From an optimization exercise on the open Yosys and OpenROAD flow, aimed at small area, a short achievable clock period and few clock cycles per item; shortcuts taken in it are not production practice. No functional check of the RTL was part of any run shown here.

==> flow/design.v, too long to show whole: its modules and the start of the top module <==
// module dct8_stream: 2645 lines
// module dct_fa: 10 lines
// module dct_ha: 9 lines
// module dct_cpa: 12 lines
// module dct_addsub: 14 lines
// module dct_carry: 11 lines
// module dct_cpa_out: 12 lines
module dct8_stream #(
    parameter int IN_W        = 8,
    parameter int OUT_W       = 14,
    parameter int LEVEL_SHIFT = 0
) (
    input  logic                    clk,
    input  logic                    rst,
    input  logic                    en,
    input  logic                    in_valid,
    output logic                    in_ready,
    input  logic [IN_W-1:0]         x0,
    input  logic [IN_W-1:0]         x1,
    input  logic [IN_W-1:0]         x2,
    input  logic [IN_W-1:0]         x3,
    input  logic [IN_W-1:0]         x4,
    input  logic [IN_W-1:0]         x5,
    input  logic [IN_W-1:0]         x6,
    input  logic [IN_W-1:0]         x7,
    output logic                    out_valid,
    input  logic                    out_ready,
    output logic signed [OUT_W-1:0] y0,
    output logic signed [OUT_W-1:0] y1,
    output logic signed [OUT_W-1:0] y2,
    output logic signed [OUT_W-1:0] y3,
    output logic signed [OUT_W-1:0] y4,
    output logic signed [OUT_W-1:0] y5,
    output logic signed [OUT_W-1:0] y6,
    output logic signed [OUT_W-1:0] y7
);
  // ...
==> flow/run.sh <==
#!/bin/bash
# synth_recipe.tcl (not shown) runs the flow's synth.tcl, then flattens the netlist and writes it again
# the make line also repeats each setting of config.mk as NAME=value (left out here)
make -C /OpenROAD-flow-scripts/flow DESIGN_CONFIG=/design/flow/config.mk WORK_HOME=/design/flow/orfs CLKGATE_MAP_FILE= SYNTH_SCRIPT=/design/flow/synth_recipe.tcl finish
==> flow/config.mk <==
export PLATFORM = sky130hd
export DESIGN_NAME = dct8_stream
export DESIGN_NICKNAME = dct8_stream
export VERILOG_FILES = /design/flow/design.v
export SDC_FILE = /design/flow/constraint.sdc
export NUM_CORES = 4
export LEC_CHECK = 0
export CAP_MARGIN = 20
export CORE_MARGIN = 2
export CORE_UTILIZATION = 50
export SETUP_SLACK_MARGIN = 5
export SLEW_MARGIN = 20
export SYNTH_HIERARCHICAL = 1
==> flow/constraint.sdc <==
create_clock -name core_clock -period 12.0 [get_ports {clk}]
set_input_delay 2.4000 -clock core_clock [delete_from_list [all_inputs] [get_ports {clk}]]
set_output_delay 2.4000 -clock core_clock [all_outputs]
set_load 0.01 [all_outputs]
==> summary.txt, run 1 <==
Run status
  • Outcome: no timing/DRC/antenna violations

Die
  • Tap Count: 940
  • Overall die area: 0.0729 mm^2
  • FP Rows: 97

Global route
  • Largest net degree at the start of global routing: 74
  • GR Overflow Total: 0

Final layout
  • Syn-to-layout area delta: 12.7%
  • Commonest cells after routing, fill and taps aside: fa_1 (716), inv_1 (636), ha_1 (354)
  • Most flop-heavy register: sk
  • Seq/total area: 20.9%
  • Buffering overhead: 5.71%
  • Register area: 0.00834 mm^2
  • Final Util: 57.0%
  • Most common cell after layout, fill and taps aside: fa_1

Route
  • Met3 Wirelength: 3210 um
  • Routed Wire Length: 82100 um
  • Top routing layer in use: met4
  • Drt first pass iters: 5

Hold path
  • Worst Hold Path Cells: 1
  • Hold EP: sk[6][7]

Synth
  • Flops & latches, synth: 300
  • Compound-Gate Fraction of Synth Area: 6.53%
  • Adder and majority cell fraction of the synthesized area: 53.0%
  • XOR/XNOR Fraction of Synth Area: 3.24%
  • EDFF count, synth: 233

STA
  • Final min period: 5.60 ns
  • Total negative slack: 0 ns
  • RSZ-0062 raised after global routing: no
  • Final worst hold slack: 0.498 ns

Critical path
  • Worst Setup EP: y3[8]
  • Critical Path Source: t3_ar[0]
  • Worst Path Required: 9.60 ns

CTS
  • # H-tree levels: 2
  • Postcts setup bufs: 0
  • Post-cts hold buffer count: 0
==> run 2: changes to the inputs <==
--- a/flow/design.v
+++ b/flow/design.v
@@ -240,20 +240,18 @@
     logic s149;
     logic c150;
     logic s151;
     logic c152;
     logic s153;
     logic c154;
     logic s155;
     logic c156;
-    logic t0_c;
-    logic [9:0] t0_an, t0_ar;
-    logic [9:0] t0_bn, t0_br;
-    logic t0_cr;
+    logic t0_cn, t0_cr;
+    logic [9:0] t0_un, t0_ur;
     logic s157;
     logic c158;
     logic s159;
     logic c160;
     logic s161;
     logic c162;
     logic s163;
     logic c164;
@@ -420,20 +418,18 @@
     logic s325;
     logic c326;
     logic s327;
     logic c328;
     logic s329;
     logic c330;
     logic s331;
     logic c332;
-    logic t4_c;
-    logic [9:0] t4_an, t4_ar;
-    logic [9:0] t4_bn, t4_br;
-    logic t4_cr;
+    logic t4_cn, t4_cr;
+    logic [9:0] t4_un, t4_ur;
     logic s333;
     logic c334;
     logic s335;
     logic c336;
     logic s337;
     logic c338;
     logic s339;
     logic c340;
@@ -528,20 +524,18 @@
     logic s429;
     logic c430;
     logic s431;
     logic c432;
     logic s433;
     logic c434;
     logic s435;
     logic c436;
-    logic t2_c;
-    logic [9:0] t2_an, t2_ar;
-    logic [9:0] t2_bn, t2_br;
-    logic t2_cr;
+    logic t2_cn, t2_cr;
+    logic [9:0] t2_un, t2_ur;
     logic s437;
     logic c438;
     logic s439;
     logic c440;
     logic s441;
     logic c442;
     logic s443;
     logic c444;
@@ -634,20 +628,18 @@
     logic s531;
     logic c532;
     logic s533;
     logic c534;
     logic s535;
     logic c536;
     logic s537;
     logic c538;
-    logic t6_c;
-    logic [9:0] t6_an, t6_ar;
-    logic [9:0] t6_bn, t6_br;
-    logic t6_cr;
+    logic t6_cn, t6_cr;
+    logic [9:0] t6_un, t6_ur;
     logic s539;
     logic c540;
     logic s541;
     logic c542;
     logic s543;
     logic c544;
     logic s545;
     logic c546;
@@ -896,20 +888,18 @@
     logic s789;
     logic c790;
     logic s791;
     logic c792;
     logic s793;
     logic c794;
     logic s795;
     logic c796;
-    logic t1_c;
-    logic [9:0] t1_an, t1_ar;
-    logic [8:0] t1_bn, t1_br;
-    logic t1_cr;
+    logic t1_cn, t1_cr;
+    logic [9:0] t1_un, t1_ur;
     logic s797;
     logic c798;
     logic s799;
     logic c800;
     logic s801;
     logic c802;
     logic s803;
     logic c804;
@@ -1166,20 +1156,18 @@
     logic s1055;
     logic c1056;
     logic s1057;
     logic c1058;
     logic s1059;
     logic c1060;
     logic s1061;
     logic c1062;
-    logic t3_c;
-    logic [9:0] t3_an, t3_ar;
-    logic [9:0] t3_bn, t3_br;
-    logic t3_cr;
+    logic t3_cn, t3_cr;
+    logic [9:0] t3_un, t3_ur;
     logic s1063;
     logic c1064;
     logic s1065;
     logic c1066;
     logic s1067;
     logic c1068;
     logic s1069;
     logic c1070;
@@ -1444,20 +1432,18 @@
     logic s1329;
     logic c1330;
     logic s1331;
     logic c1332;
     logic s1333;
     logic c1334;
     logic s1335;
     logic c1336;
-    logic t5_c;
-    logic [9:0] t5_an, t5_ar;
-    logic [9:0] t5_bn, t5_br;
-    logic t5_cr;
+    logic t5_cn, t5_cr;
+    logic [9:0] t5_un, t5_ur;
     logic s1337;
     logic c1338;
     logic s1339;
     logic c1340;
     logic s1341;
     logic c1342;
     logic s1343;
     logic c1344;
@@ -1714,20 +1700,18 @@
     logic s1595;
     logic c1596;
     logic s1597;
     logic c1598;
     logic s1599;
     logic c1600;
     logic s1601;
     logic c1602;
-    logic t7_c;
-    logic [9:0] t7_an, t7_ar;
-    logic [9:0] t7_bn, t7_br;
-    logic t7_cr;
+    logic t7_cn, t7_cr;
+    logic [9:0] t7_un, t7_ur;
     dct_addsub #(.W(9), .SUB(0)) up03 (.a(a0_r), .b(a3_r), .y(p03));
     dct_addsub #(.W(9), .SUB(0)) up12 (.a(a1_r), .b(a2_r), .y(p12));
     dct_addsub #(.W(9), .SUB(1)) ud0 (.a(a0_r), .b(a3_r), .y(d0));
     dct_addsub #(.W(9), .SUB(1)) ud1 (.a(a1_r), .b(a2_r), .y(d1));
     dct_fa us1 (.a(p03[6]), .b(p03[0]), .c(p12[8]), .s(s1), .co(c2));
     dct_fa us3 (.a(p03[9]), .b(p03[7]), .c(p03[1]), .s(s3), .co(c4));
     dct_ha us5 (.a(p12[9]), .b(p12[7]), .s(s5), .co(c6));
     dct_ha us7 (.a(p03[8]), .b(p03[2]), .s(s7), .co(c8));
@@ -1803,19 +1787,18 @@
     dct_fa us141 (.a(~c72), .b(s109), .c(c108), .s(s141), .co(c142));
     dct_fa us143 (.a(~c76), .b(s111), .c(c110), .s(s143), .co(c144));
     dct_fa us145 (.a(c80), .b(~s113), .c(c112), .s(s145), .co(c146));
     dct_fa us147 (.a(c84), .b(s115), .c(~c114), .s(s147), .co(c148));
     dct_fa us149 (.a(~c88), .b(s117), .c(c116), .s(s149), .co(c150));
     dct_fa us151 (.a(~c90), .b(s119), .c(c118), .s(s151), .co(c152));
     dct_fa us153 (.a(p03[8]), .b(s121), .c(~c120), .s(s153), .co(c154));
     dct_ha us155 (.a(1'b1), .b(c122), .s(s155), .co(c156));
-    dct_carry #(.W(9)) ut0c (.a({s135, ~s133, s131, s129, s127, s125, s91, p03[1], p03[0]}), .b({~c134, c132, c130, c128, c126, c124, s123, p12[1], p12[0]}), .co(t0_c));
-    assign t0_an = {s155, s153, ~s151, ~s149, ~s147, ~s145, ~s143, ~s141, s139, s137};
-    assign t0_bn = {c154, ~c152, ~c150, ~c148, ~c146, ~c144, ~c142, c140, c138, c136};
+    dct_carry #(.W(9)) ut0c (.a({s135, ~s133, s131, s129, s127, s125, s91, p03[1], p03[0]}), .b({~c134, c132, c130, c128, c126, c124, s123, p12[1], p12[0]}), .co(t0_cn));
+    dct_sum #(.W(10)) ut0u (.a({s155, s153, ~s151, ~s149, ~s147, ~s145, ~s143, ~s141, s139, s137}), .b({c154, ~c152, ~c150, ~c148, ~c146, ~c144, ~c142, c140, c138, c136}), .y(t0_un));
     dct_ha us157 (.a(p03[8]), .b(p03[6]), .s(s157), .co(c158));
     dct_fa us159 (.a(p03[7]), .b(p03[1]), .c(p12[5]), .s(s159), .co(c160));
     dct_ha us161 (.a(p03[2]), .b(p12[6]), .s(s161), .co(c162));
     dct_ha us163 (.a(p03[3]), .b(p12[7]), .s(s163), .co(c164));
     dct_ha us165 (.a(p03[5]), .b(p03[3]), .s(s165), .co(c166));
     dct_fa us167 (.a(p03[4]), .b(p12[2]), .c(p12[0]), .s(s167), .co(c168));
     assign s169 = p03[2] ^ p03[0];
     assign c170 = p03[2] | p03[0];
@@ -1901,19 +1884,18 @@
     dct_fa us319 (.a(~c246), .b(s285), .c(c284), .s(s319), .co(c320));
     dct_fa us321 (.a(c250), .b(s287), .c(~c286), .s(s321), .co(c322));
     dct_fa us323 (.a(c254), .b(s289), .c(c288), .s(s323), .co(c324));
     dct_fa us325 (.a(c258), .b(~s291), .c(c290), .s(s325), .co(c326));
     dct_fa us327 (.a(c262), .b(s293), .c(~c292), .s(s327), .co(c328));
     dct_fa us329 (.a(~c264), .b(s295), .c(c294), .s(s329), .co(c330));
     assign s331 = p03[9] ^ c296;
     assign c332 = p03[9] & ~c296;
-    dct_carry #(.W(9)) ut4c (.a({~s311, ~s309, ~s307, s305, ~s303, ~s301, s299, ~p12[1], ~p12[0]}), .b({~c310, ~c308, c306, ~c304, ~c302, c300, c298, s297, ~p03[0]}), .co(t4_c));
-    assign t4_an = {~s331, s329, s327, s325, s323, s321, ~s319, ~s317, ~s315, s313};
-    assign t4_bn = {c330, c328, c326, c324, c322, ~c320, ~c318, ~c316, c314, ~c312};
+    dct_carry #(.W(9)) ut4c (.a({~s311, ~s309, ~s307, s305, ~s303, ~s301, s299, ~p12[1], ~p12[0]}), .b({~c310, ~c308, c306, ~c304, ~c302, c300, c298, s297, ~p03[0]}), .co(t4_cn));
+    dct_sum #(.W(10)) ut4u (.a({~s331, s329, s327, s325, s323, s321, ~s319, ~s317, ~s315, s313}), .b({c330, c328, c326, c324, c322, ~c320, ~c318, ~c316, c314, ~c312}), .y(t4_un));
     dct_ha us333 (.a(d0[0]), .b(d1[7]), .s(s333), .co(c334));
     dct_ha us335 (.a(d0[1]), .b(d1[8]), .s(s335), .co(c336));
     dct_ha us337 (.a(d0[2]), .b(d1[3]), .s(s337), .co(c338));
     dct_ha us339 (.a(d0[9]), .b(d0[3]), .s(s339), .co(c340));
     dct_fa us341 (.a(d0[3]), .b(d0[1]), .c(d1[0]), .s(s341), .co(c342));
     dct_fa us343 (.a(d0[7]), .b(d1[5]), .c(d0[6]), .s(s343), .co(c344));
     assign s345 = d0[4] ^ d0[2];
     assign c346 = d0[4] | d0[2];
@@ -1962,19 +1944,18 @@
     dct_fa us423 (.a(~s365), .b(c392), .c(s393), .s(s423), .co(c424));
     dct_fa us425 (.a(~c366), .b(s395), .c(c394), .s(s425), .co(c426));
     dct_fa us427 (.a(c370), .b(s397), .c(~c396), .s(s427), .co(c428));
     dct_fa us429 (.a(c372), .b(s399), .c(c398), .s(s429), .co(c430));
     dct_fa us431 (.a(c376), .b(~s401), .c(c400), .s(s431), .co(c432));
     dct_fa us433 (.a(~d1[9]), .b(c402), .c(s403), .s(s433), .co(c434));
     assign s435 = d0[9] ^ c404;
     assign c436 = ~d0[9] & c404;
-    dct_carry #(.W(10)) ut2c (.a({s417, ~s415, s413, ~s411, s409, s407, d1[1], d0[2], d0[1], d0[0]}), .b({~c416, c414, ~c412, c410, c408, ~c406, s405, d1[0], 1'b0, 1'b0}), .co(t2_c));
-    assign t2_an = {1'b1, ~s435, s433, s431, s429, s427, ~s425, ~s423, ~s421, ~s419};
-    assign t2_bn = {c436, c434, c432, c430, c428, ~c426, ~c424, ~c422, ~c420, c418};
+    dct_carry #(.W(10)) ut2c (.a({s417, ~s415, s413, ~s411, s409, s407, d1[1], d0[2], d0[1], d0[0]}), .b({~c416, c414, ~c412, c410, c408, ~c406, s405, d1[0], 1'b0, 1'b0}), .co(t2_cn));
+    dct_sum #(.W(10)) ut2u (.a({1'b1, ~s435, s433, s431, s429, s427, ~s425, ~s423, ~s421, ~s419}), .b({c436, c434, c432, c430, c428, ~c426, ~c424, ~c422, ~c420, c418}), .y(t2_un));
     dct_ha us437 (.a(d0[1]), .b(d1[9]), .s(s437), .co(c438));
     dct_fa us439 (.a(d0[8]), .b(d0[2]), .c(d1[7]), .s(s439), .co(c440));
     dct_ha us441 (.a(d0[3]), .b(d1[8]), .s(s441), .co(c442));
     dct_ha us443 (.a(d0[4]), .b(d1[7]), .s(s443), .co(c444));
     dct_ha us445 (.a(d1[3]), .b(d1[1]), .s(s445), .co(c446));
     dct_fa us447 (.a(d0[5]), .b(d1[4]), .c(d1[2]), .s(s447), .co(c448));
     assign s449 = d0[1] ^ d1[7];
     assign c450 = d0[1] | d1[7];
@@ -2022,19 +2003,18 @@
     dct_fa us525 (.a(~c466), .b(s495), .c(c494), .s(s525), .co(c526));
     dct_fa us527 (.a(~c470), .b(s497), .c(c496), .s(s527), .co(c528));
     dct_fa us529 (.a(~c474), .b(s499), .c(c498), .s(s529), .co(c530));
     dct_fa us531 (.a(c476), .b(~s501), .c(c500), .s(s531), .co(c532));
     dct_fa us533 (.a(c480), .b(s503), .c(c502), .s(s533), .co(c534));
     dct_fa us535 (.a(d0[8]), .b(~c504), .c(s505), .s(s535), .co(c536));
     assign s537 = d1[9] ^ c506;
     assign c538 = d1[9] & ~c506;
-    dct_carry #(.W(10)) ut6c (.a({s519, s517, s515, s513, s511, s509, ~d1[3], d0[0], ~d1[1], d1[0]}), .b({c518, c516, c514, c512, c510, c508, s507, ~d1[2], ~d1[0], 1'b0}), .co(t6_c));
-    assign t6_an = {1'b1, ~s537, s535, s533, ~s531, ~s529, ~s527, ~s525, ~s523, ~s521};
-    assign t6_bn = {c538, c536, c534, ~c532, ~c530, ~c528, ~c526, ~c524, ~c522, c520};
+    dct_carry #(.W(10)) ut6c (.a({s519, s517, s515, s513, s511, s509, ~d1[3], d0[0], ~d1[1], d1[0]}), .b({c518, c516, c514, c512, c510, c508, s507, ~d1[2], ~d1[0], 1'b0}), .co(t6_cn));
+    dct_sum #(.W(10)) ut6u (.a({1'b1, ~s537, s535, s533, ~s531, ~s529, ~s527, ~s525, ~s523, ~s521}), .b({c538, c536, c534, ~c532, ~c530, ~c528, ~c526, ~c524, ~c522, c520}), .y(t6_un));
     dct_fa us539 (.a(b0_r[8]), .b(b0_r[0]), .c(b1_r[6]), .s(s539), .co(c540));
     dct_ha us541 (.a(b1_r[2]), .b(b1_r[0]), .s(s541), .co(c542));
     dct_fa us543 (.a(b0_r[6]), .b(b1_r[3]), .c(b1_r[1]), .s(s543), .co(c544));
     dct_fa us545 (.a(b1_r[4]), .b(b1_r[2]), .c(b1_r[0]), .s(s545), .co(c546));
     dct_fa us547 (.a(b2_r[6]), .b(b2_r[0]), .c(b3_r[3]), .s(s547), .co(c548));
     dct_fa us549 (.a(b1_r[8]), .b(b1_r[5]), .c(b1_r[3]), .s(s549), .co(c550));
     dct_fa us551 (.a(b1_r[1]), .b(b2_r[7]), .c(b2_r[1]), .s(s551), .co(c552));
     dct_fa us553 (.a(b0_r[8]), .b(b0_r[5]), .c(b0_r[3]), .s(s553), .co(c554));
@@ -2157,19 +2137,18 @@
     dct_fa us781 (.a(~s697), .b(c742), .c(s743), .s(s781), .co(c782));
     dct_fa us783 (.a(~s701), .b(c744), .c(s745), .s(s783), .co(c784));
     dct_fa us785 (.a(~c702), .b(s747), .c(c746), .s(s785), .co(c786));
     dct_fa us787 (.a(c706), .b(s749), .c(c748), .s(s787), .co(c788));
     dct_fa us789 (.a(c710), .b(s751), .c(c750), .s(s789), .co(c790));
     dct_fa us791 (.a(c714), .b(s753), .c(c752), .s(s791), .co(c792));
     dct_fa us793 (.a(~c718), .b(s755), .c(c754), .s(s793), .co(c794));
     dct_fa us795 (.a(c720), .b(~s757), .c(c756), .s(s795), .co(c796));
-    dct_carry #(.W(12)) ut1c (.a({~s779, ~s777, ~s775, ~s773, s771, ~s769, s767, ~s765, s763, s761, s721, ~b1_r[0]}), .b({~c778, ~c776, ~c774, c772, ~c770, c768, ~c766, c764, c762, c760, ~s759, ~b0_r[0]}), .co(t1_c));
-    assign t1_an = {1'b1, ~c758, s795, s793, s791, s789, s787, s785, s783, s781};
-    assign t1_bn = {c796, c794, c792, c790, c788, c786, c784, c782, ~c780};
+    dct_carry #(.W(12)) ut1c (.a({~s779, ~s777, ~s775, ~s773, s771, ~s769, s767, ~s765, s763, s761, s721, ~b1_r[0]}), .b({~c778, ~c776, ~c774, c772, ~c770, c768, ~c766, c764, c762, c760, ~s759, ~b0_r[0]}), .co(t1_cn));
+    dct_sum #(.W(10)) ut1u (.a({1'b1, ~c758, s795, s793, s791, s789, s787, s785, s783, s781}), .b({1'b0, c796, c794, c792, c790, c788, c786, c784, c782, ~c780}), .y(t1_un));
     dct_fa us797 (.a(b0_r[6]), .b(b0_r[4]), .c(b0_r[0]), .s(s797), .co(c798));
     dct_ha us799 (.a(b0_r[2]), .b(b0_r[0]), .s(s799), .co(c800));
     dct_ha us801 (.a(b0_r[3]), .b(b0_r[1]), .s(s801), .co(c802));
     dct_fa us803 (.a(b0_r[4]), .b(b0_r[2]), .c(b0_r[0]), .s(s803), .co(c804));
     dct_fa us805 (.a(b1_r[0]), .b(b2_r[4]), .c(b2_r[2]), .s(s805), .co(c806));
     dct_fa us807 (.a(b0_r[8]), .b(b0_r[5]), .c(b0_r[3]), .s(s807), .co(c808));
     dct_fa us809 (.a(b0_r[1]), .b(b1_r[1]), .c(b2_r[8]), .s(s809), .co(c810));
     dct_fa us811 (.a(b2_r[5]), .b(b2_r[3]), .c(b3_r[4]), .s(s811), .co(c812));
@@ -2300,19 +2279,18 @@
     dct_fa us1047 (.a(~s965), .b(c1008), .c(s1009), .s(s1047), .co(c1048));
     dct_fa us1049 (.a(s969), .b(~s1011), .c(c1010), .s(s1049), .co(c1050));
     dct_fa us1051 (.a(~c970), .b(c1012), .c(s1013), .s(s1051), .co(c1052));
     dct_fa us1053 (.a(~c974), .b(s1015), .c(c1014), .s(s1053), .co(c1054));
     dct_fa us1055 (.a(~c978), .b(s1017), .c(c1016), .s(s1055), .co(c1056));
     dct_fa us1057 (.a(~c982), .b(s1019), .c(c1018), .s(s1057), .co(c1058));
     dct_fa us1059 (.a(b0_r[8]), .b(~s1021), .c(c1020), .s(s1059), .co(c1060));
     dct_ha us1061 (.a(c988), .b(c1022), .s(s1061), .co(c1062));
-    dct_carry #(.W(12)) ut3c (.a({s1043, s1041, s1039, ~s1037, s1035, ~s1033, s1031, s1029, ~s1027, ~s1025, ~b3_r[0], ~b0_r[0]}), .b({c1042, c1040, ~c1038, c1036, ~c1034, c1032, c1030, ~c1028, ~c1026, ~c1024, s1023, ~b2_r[0]}), .co(t3_c));
-    assign t3_an = {1'b1, s1061, ~s1059, ~s1057, ~s1055, ~s1053, ~s1051, s1049, s1047, s1045};
-    assign t3_bn = {c1062, ~c1060, ~c1058, ~c1056, ~c1054, ~c1052, c1050, c1048, c1046, c1044};
+    dct_carry #(.W(12)) ut3c (.a({s1043, s1041, s1039, ~s1037, s1035, ~s1033, s1031, s1029, ~s1027, ~s1025, ~b3_r[0], ~b0_r[0]}), .b({c1042, c1040, ~c1038, c1036, ~c1034, c1032, c1030, ~c1028, ~c1026, ~c1024, s1023, ~b2_r[0]}), .co(t3_cn));
+    dct_sum #(.W(10)) ut3u (.a({1'b1, s1061, ~s1059, ~s1057, ~s1055, ~s1053, ~s1051, s1049, s1047, s1045}), .b({c1062, ~c1060, ~c1058, ~c1056, ~c1054, ~c1052, c1050, c1048, c1046, c1044}), .y(t3_un));
     dct_fa us1063 (.a(b0_r[4]), .b(b0_r[1]), .c(b1_r[6]), .s(s1063), .co(c1064));
     dct_ha us1065 (.a(b0_r[5]), .b(b0_r[2]), .s(s1065), .co(c1066));
     dct_ha us1067 (.a(b0_r[4]), .b(b1_r[2]), .s(s1067), .co(c1068));
     dct_ha us1069 (.a(b0_r[5]), .b(b1_r[3]), .s(s1069), .co(c1070));
     dct_fa us1071 (.a(b0_r[0]), .b(b1_r[4]), .c(b1_r[2]), .s(s1071), .co(c1072));
     dct_fa us1073 (.a(b2_r[3]), .b(b3_r[4]), .c(b3_r[2]), .s(s1073), .co(c1074));
     dct_fa us1075 (.a(b0_r[7]), .b(b0_r[1]), .c(b1_r[8]), .s(s1075), .co(c1076));
     dct_fa us1077 (.a(b1_r[5]), .b(b1_r[3]), .c(b2_r[4]), .s(s1077), .co(c1078));
@@ -2448,19 +2426,18 @@
     dct_fa us1323 (.a(~s1241), .b(s1285), .c(c1284), .s(s1323), .co(c1324));
     dct_fa us1325 (.a(~c1242), .b(s1287), .c(c1286), .s(s1325), .co(c1326));
     dct_fa us1327 (.a(c1246), .b(s1289), .c(c1288), .s(s1327), .co(c1328));
     dct_fa us1329 (.a(c1250), .b(s1291), .c(c1290), .s(s1329), .co(c1330));
     dct_fa us1331 (.a(c1254), .b(~s1293), .c(c1292), .s(s1331), .co(c1332));
     dct_fa us1333 (.a(c1258), .b(s1295), .c(~c1294), .s(s1333), .co(c1334));
     assign s1335 = c1260 ^ c1296;
     assign c1336 = ~c1260 & c1296;
-    dct_carry #(.W(12)) ut5c (.a({s1317, s1315, ~s1313, s1311, s1309, s1307, s1305, ~s1303, s1301, ~s1299, ~b0_r[0], ~b1_r[0]}), .b({c1316, ~c1314, c1312, c1310, c1308, c1306, ~c1304, c1302, ~c1300, ~c1298, s1297, ~b3_r[0]}), .co(t5_c));
-    assign t5_an = {1'b1, ~s1335, s1333, s1331, s1329, s1327, s1325, s1323, s1321, s1319};
-    assign t5_bn = {c1336, c1334, c1332, c1330, c1328, c1326, c1324, c1322, c1320, c1318};
+    dct_carry #(.W(12)) ut5c (.a({s1317, s1315, ~s1313, s1311, s1309, s1307, s1305, ~s1303, s1301, ~s1299, ~b0_r[0], ~b1_r[0]}), .b({c1316, ~c1314, c1312, c1310, c1308, c1306, ~c1304, c1302, ~c1300, ~c1298, s1297, ~b3_r[0]}), .co(t5_cn));
+    dct_sum #(.W(10)) ut5u (.a({1'b1, ~s1335, s1333, s1331, s1329, s1327, s1325, s1323, s1321, s1319}), .b({c1336, c1334, c1332, c1330, c1328, c1326, c1324, c1322, c1320, c1318}), .y(t5_un));
     dct_ha us1337 (.a(b0_r[7]), .b(b0_r[2]), .s(s1337), .co(c1338));
     dct_fa us1339 (.a(b0_r[3]), .b(b1_r[3]), .c(b2_r[4]), .s(s1339), .co(c1340));
     dct_ha us1341 (.a(b2_r[2]), .b(b2_r[0]), .s(s1341), .co(c1342));
     dct_fa us1343 (.a(b1_r[4]), .b(b2_r[8]), .c(b2_r[5]), .s(s1343), .co(c1344));
     dct_fa us1345 (.a(b2_r[3]), .b(b2_r[1]), .c(b3_r[8]), .s(s1345), .co(c1346));
     dct_ha us1347 (.a(b3_r[5]), .b(b3_r[3]), .s(s1347), .co(c1348));
     dct_fa us1349 (.a(b0_r[0]), .b(b1_r[8]), .c(b1_r[5]), .s(s1349), .co(c1350));
     dct_fa us1351 (.a(b2_r[6]), .b(b2_r[4]), .c(b2_r[2]), .s(s1351), .co(c1352));
@@ -2590,55 +2567,46 @@
     dct_fa us1589 (.a(~s1507), .b(s1551), .c(c1550), .s(s1589), .co(c1590));
     dct_fa us1591 (.a(c1510), .b(c1552), .c(~s1553), .s(s1591), .co(c1592));
     dct_fa us1593 (.a(c1514), .b(s1555), .c(~c1554), .s(s1593), .co(c1594));
     dct_fa us1595 (.a(c1518), .b(s1557), .c(c1556), .s(s1595), .co(c1596));
     dct_fa us1597 (.a(c1522), .b(~s1559), .c(c1558), .s(s1597), .co(c1598));
     dct_fa us1599 (.a(~c1526), .b(s1561), .c(c1560), .s(s1599), .co(c1600));
     assign s1601 = c1528 ^ c1562;
     assign c1602 = c1528 & ~c1562;
-    dct_carry #(.W(12)) ut7c (.a({s1583, ~s1581, ~s1579, s1577, s1575, s1573, s1571, s1569, ~s1567, ~s1565, ~b3_r[1], ~b2_r[0]}), .b({~c1582, ~c1580, c1578, c1576, c1574, c1572, c1570, ~c1568, ~c1566, ~c1564, s1563, ~b3_r[0]}), .co(t7_c));
-    assign t7_an = {1'b1, ~s1601, ~s1599, s1597, s1595, s1593, s1591, s1589, s1587, s1585};
-    assign t7_bn = {c1602, ~c1600, c1598, c1596, c1594, c1592, c1590, c1588, c1586, c1584};
+    dct_carry #(.W(12)) ut7c (.a({s1583, ~s1581, ~s1579, s1577, s1575, s1573, s1571, s1569, ~s1567, ~s1565, ~b3_r[1], ~b2_r[0]}), .b({~c1582, ~c1580, c1578, c1576, c1574, c1572, c1570, ~c1568, ~c1566, ~c1564, s1563, ~b3_r[0]}), .co(t7_cn));
+    dct_sum #(.W(10)) ut7u (.a({1'b1, ~s1601, ~s1599, s1597, s1595, s1593, s1591, s1589, s1587, s1585}), .b({c1602, ~c1600, c1598, c1596, c1594, c1592, c1590, c1588, c1586, c1584}), .y(t7_un));
     always_ff @(posedge clk) begin
         if (en & r3) begin
-            t0_ar <= t0_an;
-            t0_br <= t0_bn;
-            t0_cr <= t0_c;
-            t4_ar <= t4_an;
-            t4_br <= t4_bn;
-            t4_cr <= t4_c;
-            t2_ar <= t2_an;
-            t2_br <= t2_bn;
-            t2_cr <= t2_c;
-            t6_ar <= t6_an;
-            t6_br <= t6_bn;
-            t6_cr <= t6_c;
-            t1_ar <= t1_an;
-            t1_br <= t1_bn;
-            t1_cr <= t1_c;
-            t3_ar <= t3_an;
-            t3_br <= t3_bn;
-            t3_cr <= t3_c;
-            t5_ar <= t5_an;
-            t5_br <= t5_bn;
-            t5_cr <= t5_c;
-            t7_ar <= t7_an;
-            t7_br <= t7_bn;
-            t7_cr <= t7_c;
+            t0_ur <= t0_un;
+            t0_cr <= t0_cn;
+            t4_ur <= t4_un;
+            t4_cr <= t4_cn;
+            t2_ur <= t2_un;
+            t2_cr <= t2_cn;
+            t6_ur <= t6_un;
+            t6_cr <= t6_cn;
+            t1_ur <= t1_un;
+            t1_cr <= t1_cn;
+            t3_ur <= t3_un;
+            t3_cr <= t3_cn;
+            t5_ur <= t5_un;
+            t5_cr <= t5_cn;
+            t7_ur <= t7_un;
+            t7_cr <= t7_cn;
         end
     end
-    dct_cpa_out #(.W(10), .NA(10), .NB(10)) ut0o (.a(t0_ar), .b(t0_br), .ci(t0_cr), .y(yv[0]));
-    dct_cpa_out #(.W(10), .NA(10), .NB(9)) ut1o (.a(t1_ar), .b(t1_br), .ci(t1_cr), .y(yv[1]));
-    dct_cpa_out #(.W(10), .NA(10), .NB(10)) ut2o (.a(t2_ar), .b(t2_br), .ci(t2_cr), .y(yv[2]));
-    dct_cpa_out #(.W(10), .NA(10), .NB(10)) ut3o (.a(t3_ar), .b(t3_br), .ci(t3_cr), .y(yv[3]));
-    dct_cpa_out #(.W(10), .NA(10), .NB(10)) ut4o (.a(t4_ar), .b(t4_br), .ci(t4_cr), .y(yv[4]));
-    dct_cpa_out #(.W(10), .NA(10), .NB(10)) ut5o (.a(t5_ar), .b(t5_br), .ci(t5_cr), .y(yv[5]));
-    dct_cpa_out #(.W(10), .NA(10), .NB(10)) ut6o (.a(t6_ar), .b(t6_br), .ci(t6_cr), .y(yv[6]));
-    dct_cpa_out #(.W(10), .NA(10), .NB(10)) ut7o (.a(t7_ar), .b(t7_br), .ci(t7_cr), .y(yv[7]));
+    dct_inc #(.W(10)) ut0o (.a(t0_ur), .ci(t0_cr), .y(yv[0]));
+    dct_inc #(.W(10)) ut1o (.a(t1_ur), .ci(t1_cr), .y(yv[1]));
+    dct_inc #(.W(10)) ut2o (.a(t2_ur), .ci(t2_cr), .y(yv[2]));
+    dct_inc #(.W(10)) ut3o (.a(t3_ur), .ci(t3_cr), .y(yv[3]));
+    dct_inc #(.W(10)) ut4o (.a(t4_ur), .ci(t4_cr), .y(yv[4]));
+    dct_inc #(.W(10)) ut5o (.a(t5_ur), .ci(t5_cr), .y(yv[5]));
+    dct_inc #(.W(10)) ut6o (.a(t6_ur), .ci(t6_cr), .y(yv[6]));
+    dct_inc #(.W(10)) ut7o (.a(t7_ur), .ci(t7_cr), .y(yv[7]));
     assign y0 = {4'd0, yv[0]};
     assign y1 = {{4{yv[1][9]}}, yv[1]};
     assign y2 = {{4{yv[2][9]}}, yv[2]};
     assign y3 = {{4{yv[3][9]}}, yv[3]};
     assign y4 = {{4{yv[4][9]}}, yv[4]};
     assign y5 = {{4{yv[5][9]}}, yv[5]};
     assign y6 = {{4{yv[6][9]}}, yv[6]};
     assign y7 = {{4{yv[7][9]}}, yv[7]};
@@ -2694,20 +2662,26 @@
     input  logic [W-1:0] a,
     input  logic [W-1:0] b,
     output logic         co
 );
     logic [W:0] t;
     assign t  = {1'b0, a} + {1'b0, b};
     assign co = t[W];
 endmodule
-module dct_cpa_out #(
-    parameter int W  = 10,
-    parameter int NA = 10,
-    parameter int NB = 10
+module dct_sum #(
+    parameter int W = 10
 ) (
-    input  logic [NA-1:0] a,
-    input  logic [NB-1:0] b,
-    input  logic          ci,
-    output logic [W-1:0]  y
+    input  logic [W-1:0] a,
+    input  logic [W-1:0] b,
+    output logic [W-1:0] y
+);
+    assign y = a + b;
+endmodule
+module dct_inc #(
+    parameter int W = 10
+) (
+    input  logic [W-1:0] a,
+    input  logic         ci,
+    output logic [W-1:0] y
 );
-    assign y = W'(a) + W'(b) + W'(ci);
+    assign y = a + W'(ci);
 endmodule
==> flow/flow/run.sh (new file) <==
#!/bin/bash
# Standard ORFS layout, with repair_timing aiming below the clock period.
set -euo pipefail
bash standard.sh SETUP_SLACK_MARGIN=${MARGIN:-7} finish > standard_flow.log 2>&1
==> flow/standard.sh (new file) <==
#!/bin/bash
# synth_recipe.tcl (not shown) runs the flow's synth.tcl, then flattens the netlist and writes it again
# the make line also repeats each setting of config.mk as NAME=value (left out here)
make -C /OpenROAD-flow-scripts/flow DESIGN_CONFIG=/design/flow/config.mk WORK_HOME=/design/flow/orfs CLKGATE_MAP_FILE= SYNTH_SCRIPT=/design/flow/synth_recipe.tcl "${@:-finish}"
==> flow/config.mk (replaced) <==
export PLATFORM = sky130hd
export DESIGN_NAME = dct8_stream
export DESIGN_NICKNAME = dct8_stream
export VERILOG_FILES = /design/flow/design.v
export SDC_FILE = /design/flow/constraint.sdc
export NUM_CORES = 4
export LEC_CHECK = 0
export CAP_MARGIN = 20
export CORE_MARGIN = 2
export CORE_UTILIZATION = 50
export SLEW_MARGIN = 20
export SYNTH_HIERARCHICAL = 1
removed: flow/run.sh
==> run 2 against run 1 <==
Via count rose by 5.7%; critical endpoint is now t0_ur[9]; count of clock-buffer cells in the layout fell by 17; global-route usage rose by 1.6 points; clock skew fell by 0.025 ns.
==> summary.txt, run 2 <==
Run status
  • Outcome: no timing/DRC/antenna violations (unchanged)

STA
  • Max Slew Vio Count: 0 (unchanged)
  • Slew @ Worst Pin: 1.03 ns (was 0.979 ns)
  • Slew headroom: 31.2% (was 34.7%)
  • Final hold violations: 0 (unchanged)
  • Final min period: 5.55 ns (was 5.60 ns)
  • Highest clock rate: 180 MHz (was 179 MHz)
  • Final period util: 46.2% (was 46.7%)
  • Finish-stage setup viols: 0 (unchanged)
  • Total negative slack: 0 ns (unchanged)
  • RSZ-0062 raised after global routing: yes (was no)
  • Clock skew: 0.0228 ns (was 0.0475 ns)

Route
  • Routed Wire Length: 86900 um (was 82100 um)
  • Vias per inst: 5.33 (was 5.26)
  • DRC: 0 (unchanged)
  • Final ANT Viol Nets: 0 (unchanged)
  • Starting DRT DRC Count: 1281 (was 989)
  • Routed len/inst: 20.4 um (was 20.1 um)
  • Drt first pass iters: 5 (unchanged)
  • Routed via count: 22700 (was 21500)

Placement
  • Buffers on Ports: 178 (unchanged)
  • Post-DP HPWL: 67300 um (was 63400 um)
  • Routability cong.: 0.846 (was 0.854)

Synth
  • EDFF count, synth: 160 (was 233)
  • Async set-reset flop share out of synthesis: 0% (unchanged)
  • Mapped Cells: 2938 (was 2858)
  • Synth top area share: 40.8% (was 40.5%)
  • Seq/Total Area, Yosys: 17.7% (was 23.6%)
  • Flops & latches, synth: 227 (was 300)
  • Mapped Area: 0.0347 mm^2 (was 0.0354 mm^2)
  • Mapped Avg Cell Area: 11.8 um^2 (was 12.4 um^2)
  • Largest area contributor in the netlist: fa_1 (unchanged)
  • Yosys warning total: 16 (unchanged)
  • Top cells by area, synth: fa_1 (41%), edfxtp_1 (14%), ha_1 (14%), inv_1 (6.4%), dfxtp_1 (3.9%) (was fa_1 (41%), edfxtp_1 (20%), ha_1 (13%), inv_1 (6.7%), dfxtp_1 (3.8%))
  • Post-synth top cells: fa_1 (708), inv_1 (588), ha_1 (378) (was fa_1 (716), inv_1 (636), ha_1 (354))
  • Dominant synthesized flop cell: edfxtp_1 (unchanged)
  • Cell with the most instances after synthesis: fa_1 (unchanged)
  • Synth cell types: 65 (was 60)

Critical path
  • Worst r2r path cells: 20 (was 16)
  • Reg-to-reg setup timing slack: 6.45 ns (was 7.06 ns)
  • Crit Path Class: flop to flop (was flop to primary output)
  • CP startpoint kind: flop (unchanged)
  • Worst Setup EP: t0_ur[9] (was y3[8])
  • Worst Path Required: 12.35 ns (was 9.60 ns)
  • RR Endpoint: t0_ur[9] (was t0_cr)
  • Crit end category: flop (was primary output)
  • R2R Path Start: a3_r[0] (was a0_r[1])
  • Max FO, Critical Path: 4 (was 2)
  • Critical Path Source: a3_r[0] (was t3_ar[0])
  • Arrival @ worst endpoint: 5.89 ns (was 3.20 ns)

CTS
  • Clk buf depth: 3 (unchanged)
  • # H-tree levels: 1 (was 2)
  • TritonCTS clock tree: done (unchanged)
  • Clk sinks: 227 (was 300)
  • Clk pin slew, worst setup/hold paths: 0.06 ns (about the same)
  • Inserted Clock Buffers: 29 (was 38)
  • Post-cts hold buffer count: 0 (unchanged)
  • Root Buffer: clkbuf_16 (unchanged)
  • Clock latency (worst-skew pair): 0.60 ns (was 0.59 ns)

Final layout
  • Final Util: 60.2% (was 57.0%)
  • Max reg flops: 64 (unchanged)
  • Commonest cells after routing, fill and taps aside: fa_1 (681), inv_1 (566), ha_1 (342) (was fa_1 (716), inv_1 (636), ha_1 (354))
  • ANT cells: 0 (unchanged)
  • Final nets: 4457 (was 4254)
  • Syn-to-layout area delta: 19.0% (was 12.7%)
  • Most common cell after layout, fill and taps aside: fa_1 (unchanged)
  • Most flop-heavy register: sk (unchanged)
  • Ratio of cells with drive above 1 in the final layout: 15.5% (was 6.84%)

Die
  • Starting Density: 50.6% (was 50.5%)
  • Die W: 268 um (was 270 um)
  • FP Rows: 96 (was 97)
  • Die height: 268 um (was 270 um)
  • Core area: 0.0687 mm^2 (was 0.0700 mm^2)
  • IO Pins: 183 (unchanged)
  • Overall die area: 0.0716 mm^2 (was 0.0729 mm^2)

Hold path
  • Hold Path Class: flop to flop (unchanged)
  • Worst Hold Path Cells: 1 (unchanged)

Flow run
  • Max cap viols: 0 (unchanged)

Global route
  • Tot GR Track Use: 25.5% (was 23.9%)
  • GR Overflow Total: 0 (unchanged)
  • Initial antenna violation count: 3 (was 0)
  • Largest net degree at the start of global routing: 74 (unchanged)
  • First-pass GRT wire length: 139000 um (was 134000 um)
  • Vias in the first global route: 25200 (was 24900)
## run 2: cell count changes after synthesis, moves of 16 or more
| cell | change |
|---|---|
| xor2_1 | +49 |
| a31oi_1 | -16 |
| nor3_1 | +32 |
| and3_4 | +16 |
| nor3_2 | +16 |
| ha_1 | +24 |
| nand2_1 | +16 |
| and3_1 | +24 |
| or3_1 | +16 |
| inv_1 | -48 |
| edfxtp_1 | -73 |
## run 2: cell families (layout without fill, tap and decap cells)
| logic type | Yosys count | after routing | share of synthesized area (%) |
|---|---|---|---|
| buf+inv | 633 | 1007 | 7.28 |
| other cells | 2 | 15 | 0.0216 |
| compound gates | 328 | 328 | 7.35 |
| xor+xnor | 188 | 188 | 4.74 |
| simple gates | 406 | 406 | 6.33 |
| fa+ha+maj | 1086 | 1086 | 54.4 |
| mux | 68 | 68 | 2.19 |
| flops | 227 | 227 | 17.7 |
## run 2: critical path, stage by stage, from the launching register on
cell and delay, ns:
edfxtp_1 0.36, ha_2 0.20, inv_2 0.04, fa_2 0.36
nor2b_4 0.15, o2111ai_4 0.14, nand3b_1 0.21, xor2_4 0.13
buf_6 0.15, fa_2 0.39, fa_2 0.37, fa_1 0.53
inv_2 0.04, fa_1 0.49, inv_2 0.04, fa_1 0.46
ha_1 0.30, a21o_1 0.24, a2111oi_4 0.39, o211a_1 0.24
nor3_2 0.05
## run 2: final cells by class
| class | instances | area (um^2) |
|---|---|---|
| Clock buffer | 33 | 803 |
| Clock inverter | 21 | 161 |
| Fill cell | 5647 | 27400 |
| Inverter | 594 | 2250 |
| Multi-Input combinational cell | 2091 | 27300 |
| Sequential cell | 227 | 6150 |
| Tap cell | 931 | 1160 |
| Timing Repair Buffer | 359 | 3470 |
## run 2: per-stage QoR
stage / cells / setup WS (ns) / instance area [um^2] / hold slack (ns)
3_3_place_gp: 4073 / 6.00 / 38200 / 0.481
4_1_cts: 4198 / 6.48 / 40400 / 0.504
6_report: 4256 / 6.45 / 41300 / 0.502
5_1_grt: 4256 / 6.27 / 41300 / 0.523
3_5_place_dp: 4073 / 5.88 / 38200 / 0.489
2_1_floorplan: 2951 / 6.40 / 35200 / 0.465
## run 2: what timing repair did
action,in CTS,in global routing
pin swaps,75,73
setup endpoints to repair,70,82
gates resized for setup,112,134
buffers inserted,71,58
hold endpoints to repair,0,0
## run 2: how the worst min path moves through the flow
stage,start,endpoint,slack [ns]
2_1_floorplan,sk[0][0],sk[0][0],0.46
3_3_place_gp,sk[6][6],sk[6][6],0.48
3_5_place_dp,sk[7][7],sk[7][7],0.49
4_1_cts,sk[7][7],sk[7][7],0.50
5_1_grt,sk[3][7],sk[3][7],0.52
6_report,sk[7][7],sk[7][7],0.50
## run 2: Yosys stat by module (local to each module, per instance), excerpt
module | cells | area (um^2) | flops+latches
dct8_stream | 867 | 9590 | 227
dct_fa | 1 | 20.0 | 0
dct_ha | 1 | 12.5 | 0
## run 2: routing by layer
layer / vias to the layer above / part of all wire [%] / global-route usage [%]
met5: - / 0.015 / 0
met4: 2 / 1.9 / 5.62
met3: 103 / 6.4 / 5.17
met2: 604 / 46 / 39.9
met1: 11700 / 46 / 36.9
li1: 10300 / - / -
==> run 3: changes to the inputs <==
==> flow/flow/run.sh (replaced) <==
#!/bin/bash
# Standard ORFS layout, with repair_timing aiming below the clock period.
set -euo pipefail
bash standard.sh SETUP_SLACK_MARGIN=${MARGIN:-8} finish > standard_flow.log 2>&1
==> run 3 against run 2 <==
Design area rose by 14%; global-route usage increased by 1.9 points; sequential cell count stayed put; cell count up 7.7%; die area did not move; clock skew fell by 0.0070 ns; non-clock buffer count increased by 325.
==> summary.txt, run 3 <==
Run status
  • Outcome: no timing/DRC/antenna violations (unchanged)

CTS
  • Clk sinks: 227 (unchanged)
  • Clk buf depth: 3 (unchanged)
  • TritonCTS clock tree: done (unchanged)
  • Clk pin slew, worst setup/hold paths: 0.06 ns (about the same)
  • Clock latency (worst-skew pair): 0.62 ns (was 0.60 ns)
  • # H-tree levels: 1 (unchanged)
  • Inserted Clock Buffers: 30 (was 29)
  • Root Buffer: clkbuf_16 (unchanged)

STA
  • Clock skew: 0.0158 ns (was 0.0228 ns)
  • Max Slew Vio Count: 0 (unchanged)
  • Final period util: 45.5% (was 46.2%)
  • Final hold violations: 0 (unchanged)
  • Total negative slack: 0 ns (unchanged)
  • Highest clock rate: 183 MHz (was 180 MHz)
  • Slew @ Worst Pin: 1.04 ns (was 1.03 ns)
  • Final min period: 5.46 ns (was 5.55 ns)
  • Finish-stage setup viols: 0 (unchanged)
  • RSZ-0062 raised after global routing: yes (unchanged)
  • Slew headroom: 30.9% (was 31.2%)

Route
  • Routed len/inst: 20.9 um (was 20.4 um)
  • DRC: 0 (unchanged)
  • Starting DRT DRC Count: 1364 (was 1281)
  • Vias per inst: 5.35 (was 5.33)
  • Routed Wire Length: 95900 um (was 86900 um)
  • Routed via count: 24500 (was 22700)
  • Final ANT Viol Nets: 0 (unchanged)
  • Drt first pass iters: 5 (unchanged)

Global route
  • First-pass GRT wire length: 149000 um (was 139000 um)
  • Tot GR Track Use: 27.4% (was 25.5%)
  • GR Overflow Total: 0 (unchanged)
  • Vias in the first global route: 26800 (was 25200)
  • Largest net degree at the start of global routing: 74 (unchanged)
  • Initial antenna violation count: 5 (was 3)

Synth
  • Largest area contributor in the netlist: fa_1 (unchanged)
  • Mapped Cells: 2938 (unchanged)
  • Adder and majority cell fraction of the synthesized area: 54.4% (unchanged)
  • Post-synthesis mux area share: 2.19% (unchanged)
  • Async set-reset flop share out of synthesis: 0% (unchanged)
  • Yosys warning total: 16 (unchanged)
  • Dominant synthesized flop cell: edfxtp_1 (unchanged)
  • Flops & latches, synth: 227 (unchanged)
  • Synth Area in Simple Gates: 6.33% (unchanged)
  • Mapped Area: 0.0347 mm^2 (unchanged)
  • Seq/Total Area, Yosys: 17.7% (unchanged)
  • Compound-Gate Fraction of Synth Area: 7.35% (unchanged)
  • Synth top area share: 40.8% (unchanged)
  • Mapped Avg Cell Area: 11.8 um^2 (unchanged)
  • Synth cell types: 65 (unchanged)
  • Cell with the most instances after synthesis: fa_1 (unchanged)
  • XOR/XNOR Fraction of Synth Area: 4.74% (unchanged)
  • Top cells by area, synth: fa_1 (41%), edfxtp_1 (14%), ha_1 (14%), inv_1 (6.4%), dfxtp_1 (3.9%) (unchanged)
  • Post-synth top cells: fa_1 (708), inv_1 (588), ha_1 (378) (unchanged)
  • Main combinational cell family by area after synthesis: adder cells (unchanged)
  • EDFF count, synth: 160 (unchanged)

Critical path
  • CP peak stage delay: 0.55 ns (was 0.53 ns)
  • CP most frequent cell: fa_2
  • Crit path max-delay family: adder cells (unchanged)
  • Crit end category: flop (unchanged)
  • Reg-to-reg setup timing slack: 6.54 ns (was 6.45 ns)
  • RR Endpoint: t0_ur[7] (was t0_ur[9])
  • Max FO, Critical Path: 4 (unchanged)
  • CP max stage cell: fa_2 (was fa_1)
  • CP startpoint kind: flop (unchanged)
  • Crit Path Class: flop to flop (unchanged)
  • Arrival @ worst endpoint: 5.82 ns (was 5.89 ns)
  • R2R Path Start: a1_r[0] (was a3_r[0])
  • CP cell instances: ha_2 > inv_2 > fa_2 > nor2b_4 > o2111ai_4 > a31oi_4 > xor2_4 > buf_12 > fa_2 > fa_2 > fa_1 > inv_1 > fa_1 > inv_1 > fa_2 > ha_1 > a21o_1 > buf_4 > a2111oi_4 > nor3_1 > xnor2_1 (was ha_2 > inv_2 > fa_2 > nor2b_4 > o2111ai_4 > nand3b_1 > xor2_4 > buf_6 > fa_2 > fa_2 > fa_1 > inv_2 > fa_1 > inv_2 > fa_1 > ha_1 > a21o_1 > a2111oi_4 > o211a_1 > nor3_2)
  • Bufs and invs on worst path: 5 (was 4)
  • Worst r2r path cells: 21 (was 20)
  • Worst Path Required: 12.36 ns (was 12.35 ns)

Final layout
  • Final nets: 4783 (was 4457)
  • Syn-to-layout area delta: 35.2% (was 19.0%)
  • Commonest cells after routing, fill and taps aside: fa_1 (562), inv_1 (535), buf_4 (313) (was fa_1 (681), inv_1 (566), ha_1 (342))
  • Max reg flops: 64 (unchanged)
  • Most common cell after layout, fill and taps aside: fa_1 (unchanged)
  • Ratio of cells with drive above 1 in the final layout: 36.0% (was 15.5%)
  • Most flop-heavy register: sk (unchanged)
  • Fin cells: 4584 (was 4256)

Die
  • Core area: 0.0687 mm^2 (unchanged)
  • Die height: 268 um (unchanged)
  • Die W: 268 um (unchanged)
  • IO Pins: 183 (unchanged)
  • Overall die area: 0.0716 mm^2 (unchanged)
  • FP Rows: 96 (unchanged)
  • Starting Density: 50.6% (unchanged)

Placement
  • Routability cong.: 0.873 (was 0.846)
  • Post-DP HPWL: 64900 um (was 67300 um)
  • Buffers on Ports: 178 (unchanged)
  • Cell count after placement: 4069 (was 4073)

Hold path
  • Hold Path Class: flop to flop (unchanged)
  • Hold EP: sk[3][0] (was sk[7][7])
  • Min-delay src: sk[3][0] (was sk[7][7])
  • Worst Hold Path Cells: 1 (unchanged)

Flow run
  • Max cap viols: 0 (unchanged)
run 3: what timing repair did:
action                     in CTS  in global routing
hold buffers                    0                  0
resized for setup             981                256
buffers inserted              304                146
pin swaps                     306                231
gates cloned                    7                  1
setup endpoints to repair     250                239
run 3: routing by layer:
metal / vias to the layer above / GRT usage, % / part of all wire (%)
met3: 180 / 6.78 / 8.1
met4: 4 / 7.73 / 3.1
met2: 775 / 42.8 / 46
met5: - / 0 / 0.023
met1: 12600 / 38.1 / 43
li1: 11000 / - / -
run 3: modules after synthesis, one instance, submodules excluded, excerpt:
module,cell area [um^2],copies in the design,flip-flops and latches
dct8_stream,9590,1,227
dct_fa,20.0,688,0
dct_ha,12.5,67,0
run 3: worst reg2reg max path, cell delays in order (launching register included):
cell and delay, ns:
edfxtp_1 0.36, ha_2 0.20, inv_2 0.04, fa_2 0.37, nor2b_4 0.16, o2111ai_4 0.14
a31oi_4 0.25, xor2_4 0.11, buf_12 0.15, fa_2 0.38, fa_2 0.35, fa_1 0.48
inv_1 0.05, fa_1 0.47, inv_1 0.05, fa_2 0.55, ha_1 0.24, a21o_1 0.21
buf_4 0.15, a2111oi_4 0.28, nor3_1 0.09, xnor2_1 0.13
run 3: per-stage QoR:
step	hold slack, ns	setup WS (ns)	cell area, um^2	util, %
final	0.487	6.54	47000	68.4
after floorplan	0.465	6.40	35800	-
after detailed placement	0.485	5.87	38800	56.4
after global placement	0.480	5.98	38800	56.4
after CTS	0.488	6.53	44600	64.9
after global routing	0.503	6.34	47000	68.4
run 3: worst max path at each step:
stage | start | cells after the start | end
final | a1_r[0] | 21 | t0_ur[7]
after global routing | a3_r[0] | 20 | t4_ur[9]
after CTS | a1_r[0] | 20 | t0_ur[9]
after detailed placement | a1_r[6] | 16 | t4_ur[9]
after global placement | a1_r[1] | 17 | t4_ur[9]
after floorplan | a3_r[0] | 19 | t0_ur[9]
run 3: cell families (layout without fill, tap and decap cells):
group                      after synthesis  in the layout
adders and majority gates             1086           1086
buffers and inverters                  633           1334
and+or+nand+nor                        406            406
AOI/OAI and AO/OA                      328            328
DFF                                    227            227
xor gates and xnor gates               188            188
muxes                                   68             68
other                                    2             16
run 3: area by class of cell:
type	count	area [um^2]
clock buffer	37	817
multi-input combinational	2091	29700
inverter	594	2280
fill	4945	21700
timing repair buffer	684	6710
clock inverter	19	184
antenna	1	2.50
tap	931	1160
sequential	227	6150

[port drivers added, routing unchanged]
In the flow no input, the clock included, has a driving cell. The finished layouts below were timed again as built, in two steps. Step 1, drivers: a clkbuf_16 drives clk and a buf_2 each remaining input, both assumed. Step 2 times the ports against the registers' clock, not the clock port: input delays grow and output delays shrink by t, the midpoint of the rising clock arrivals with the driver on. Slacks: ideal ports / drivers / drivers and shift; pairs: ideal ports / drivers.
run	shift t [ns]	setup slack, ns	hold slack, ns	worst setup path at the end	latest minus earliest clock arrival (ns)
run 1	0.633	6.398 / 6.336 / 6.961	0.498 / 0.498 / 0.498	input to register	0.048 / 0.048
run 2	0.655	6.452 / 6.452 / 6.452	0.502 / 0.502 / 0.502	register to register	0.026 / 0.026
run 3	0.679	6.541 / 6.541 / 6.541	0.487 / 0.487 / 0.487	register to register	0.017 / 0.016
After both steps every run listed still meets setup and hold.
